This design comes from an exercise in tuning for small area on the open sky130 flow, not from production work. Only simulation tests tie the RTL to the original design; equivalence was not proved.

Setup of job 5545:
==> flow/design.v <==
`timescale 1ns/1ps
package synthPkg;
	localparam int NumVoices = 4;
	localparam int VoiceIdxW = 2;
	localparam int PhaseW = 32;
	localparam int SampleW = 16;
	localparam int AmpW = 16;
	typedef enum logic [1:0] {
		WaveSaw,
		WaveSquare,
		WaveTriangle,
		WaveOff
	} waveSelT;
	typedef enum logic {
		CfgPhase,
		CfgVoice
	} cfgKindT;
	typedef struct packed {
		logic [13:0]     unused;
		waveSelT         waveSel;
		logic [AmpW-1:0] amplitude;
	} voiceCtlT;
	typedef union packed {
		logic [PhaseW-1:0] phaseIncr;
		voiceCtlT          voiceCtl;
	} cfgWordT;
endpackage
`timescale 1ns/1ps
`timescale 1ns/1ps
`timescale 1ns/1ps
`timescale 1ns/1ps
`timescale 1ns/1ps
module fpgaSynth (
	input  logic        MAX10_CLK2_50,
	input  logic        arstN,
	input  logic        cfgWe,
	input  logic        cfgKind,
	input  logic [1:0]  cfgVoice,
	input  logic [31:0] cfgData,
	output logic        i2sSclk,
	output logic        i2sLrclk,
	output logic        i2sData
);
	logic [7:0]  c;
	logic        fill;
	logic        running;
	logic [1:0]  vIdx;
	logic [2:0]  wrPtr;
	logic [2:0]  rdPtr;
	logic        fallTick;
	logic        loadTick;
	logic        lastVoice;
	logic        firstFrame;
	assign fallTick   = c[2:0] == 3'd7;
	assign loadTick   = c == 8'd255;
	assign lastVoice  = running && vIdx == 2'd3;
	assign firstFrame = fill && c >= 8'd249 && c <= 8'd252;
	logic [31:0] incrReg [4];
	logic [15:0] ampReg  [4];
	logic [1:0]  waveReg [4];
	logic [3:0]  incrSet;
	always_ff @(posedge MAX10_CLK2_50) begin
		if (cfgWe) begin
			if (!cfgKind) incrReg[cfgVoice] <= cfgData;
			else          ampReg[cfgVoice]  <= cfgData[15:0];
		end
	end
	always_ff @(posedge MAX10_CLK2_50 or negedge arstN) begin
		if (!arstN) begin
			for (int v = 0; v < 4; v++) waveReg[v] <= 2'd3;
			incrSet <= '0;
		end else if (cfgWe) begin
			if (!cfgKind) incrSet[cfgVoice] <= 1'b1;
			else          waveReg[cfgVoice] <= cfgData[17:16];
		end
	end
	logic [31:0] ph [4];
	logic [31:0] curPhase;
	logic [31:0] curIncr;
	logic [1:0]  curWave;
	logic [15:0] curAmp;
	logic [14:0] fold;
	logic signed [15:0] waveVal;
	logic signed [17:0] acc;
	logic signed [17:0] accIn;
	logic signed [34:0] macc;
	logic signed [17:0] accNext;
	logic [15:0] mixed;
	assign curPhase = firstFrame ? 32'd0 : ph[0];
	assign curIncr  = incrSet[vIdx] ? incrReg[vIdx] : 32'd0;
	assign curWave  = waveReg[vIdx];
	assign curAmp   = ampReg[vIdx];
	assign fold = curPhase[31] ? ~curPhase[30:16] : curPhase[30:16];
	always_comb begin
		case (curWave)
			2'd0:    waveVal = curPhase[31:16];
			2'd1:    waveVal = curPhase[31] ? 16'sh8000 : 16'sh7fff;
			2'd2:    waveVal = {~fold[14], fold[13:0], 1'b0};
			default: waveVal = '0;
		endcase
	end
	assign accIn   = (vIdx == 2'd0) ? 18'sd0 : acc;
	assign macc    = $signed({accIn, 16'd0}) + waveVal * $signed({1'b0, curAmp});
	assign accNext = macc[33:16];
	always_comb begin
		if (accNext > 18'sd32767)       mixed = 16'h7fff;
		else if (accNext < -18'sd32768) mixed = 16'h8000;
		else                            mixed = accNext[15:0];
	end
	always_ff @(posedge MAX10_CLK2_50) begin
		acc <= accNext;
		if (running) begin
			ph[0] <= ph[1];
			ph[1] <= ph[2];
			ph[2] <= ph[3];
			ph[3] <= curPhase + curIncr;
		end
	end
	logic [15:0] mem [8];
	logic [15:0] head;
	logic [15:0] tx;
	assign head = mem[rdPtr];
	always_ff @(posedge MAX10_CLK2_50) begin
		if (lastVoice) mem[wrPtr] <= mixed;
		if (fallTick) begin
			tx <= loadTick ? {head[14:0], head[15]} : {tx[14:0], tx[15]};
		end
	end
	always_ff @(posedge MAX10_CLK2_50 or negedge arstN) begin
		if (!arstN) begin
			c       <= 8'd248;
			fill    <= 1'b1;
			running <= 1'b0;
			vIdx    <= '0;
			wrPtr   <= '0;
			rdPtr   <= '0;
			i2sData <= 1'b0;
		end else begin
			c <= c + 1'b1;
			if (c == 8'd32) fill <= 1'b0;
			if (running) begin
				vIdx <= vIdx + 1'b1;
				if (vIdx == 2'd3) running <= 1'b0;
			end else if (fill || c == 8'd0) begin
				running <= 1'b1;
			end
			if (lastVoice) wrPtr <= wrPtr + 1'b1;
			if (loadTick) rdPtr <= rdPtr + 1'b1;
			if (fallTick) i2sData <= loadTick ? head[15] : tx[15];
		end
	end
	assign i2sSclk  = c[2];
	assign i2sLrclk = c[7] & ~fill;
endmodule
export LEC_CHECK = 0
export CAP_MARGIN = 20
export CORE_MARGIN = 2
export CORE_UTILIZATION = 40
export SLEW_MARGIN = 20
create_clock -name core_clock -period 12.0 [get_ports {MAX10_CLK2_50}]
run.sh (not shown) runs the stock make flow with config.mk's settings and CLKGATE_MAP_FILE= SYNTH_SCRIPT=/design/flow/synth_recipe.tcl, a recipe that flattens the netlist after the stock synthesis.
Job 5545 reached the final stage; the timing, DRC and antenna checks on its layout passed.
Edits applied to the flow inputs when going from job 5545 to job 8866:
Settings: CTS_BUF_LIST newly set to sky130_fd_sc_hd__clkbuf_4; CORE_UTILIZATION changed from 40 to 60.
==> notes.md <==
Going from job 5545 to job 8866, number of antenna-violating nets in the routed design about even, total area of multi-input combinational cells about even, via count of the first global-routing pass rose 445. Final-layout non-clock buffer area share across job 8866 and job 5545: no real change. Both conditions hold for job 8866: the flow ran to the end and the final layout passed the timing, DRC and antenna checks.
Relative to job 8866, the following input files were edited for job 2932:
Settings: swapping sky130_fd_sc_hd__clkbuf_4 for sky130_fd_sc_hd__clkbuf_8 in CTS_BUF_LIST; putting CTS_CLUSTER_SIZE at 40 where nothing was set; swapping 60 for 40 in CORE_UTILIZATION; putting HOLD_SLACK_MARGIN at 0 where nothing was set.
Notes after the runs:
- Final worst-path setup slack in job 2932 is 350 ps lower than in job 8866
- Looking at pre-CTS setup slack, job 2932 sits 170 ps lower than job 8866 does.
- Job 2932 vs. job 8866: clock network latency to the later pin of the worst-skew pair fell 250 ps; final critical-path required period shows an increase of 350 ps; cell total after placement rose 297.
- The lower area growth from synthesis to layout of job 8866 and job 2932 is in job 8866.
- [compare] base=job 8866 new=job 2932: maximum frequency went down about 3%, instance count of the mapped netlist held.

## re-timing with driven ports
No port has a modelled driver above. Below, the same layouts with a new extraction and two added sets of constraints. Step 1 (the two cells are an assumption about what drives the block):
set clk [get_ports {MAX10_CLK2_50}]
set_driving_cell -lib_cell sky130_fd_sc_hd__clkbuf_16 $clk
set_driving_cell -lib_cell sky130_fd_sc_hd__buf_2 [delete_from_list [all_inputs] $clk]
Step 2 times the ports against the registers' clock, not the clock port: input delays grow and output delays shrink by t, the midpoint of the rising clock arrivals with the driver on. a / b / c = ideal ports / drivers / drivers and shift; a / b = the first two.
| run | t, ns | setup WS [ns] | hold WS [ns] | worst register clock-pin slew, ns | worst data-port slew with drivers (ns) |
|---|---|---|---|---|---|
| job 5545 | 0.653 | 1.165 / 1.165 / 1.165 | 0.412 / 0.412 / 0.412 | 0.07 / 0.07 | 0.06 |
| job 8866 | 0.954 | 1.475 / 1.475 / 1.475 | 0.392 / 0.392 / 0.392 | 0.07 / 0.07 | 0.07 |
| job 2932 | 0.734 | 1.129 / 1.129 / 1.129 | 0.404 / 0.404 / 0.404 | 0.07 / 0.07 | 0.06 |
After both steps every run listed still meets setup and hold.
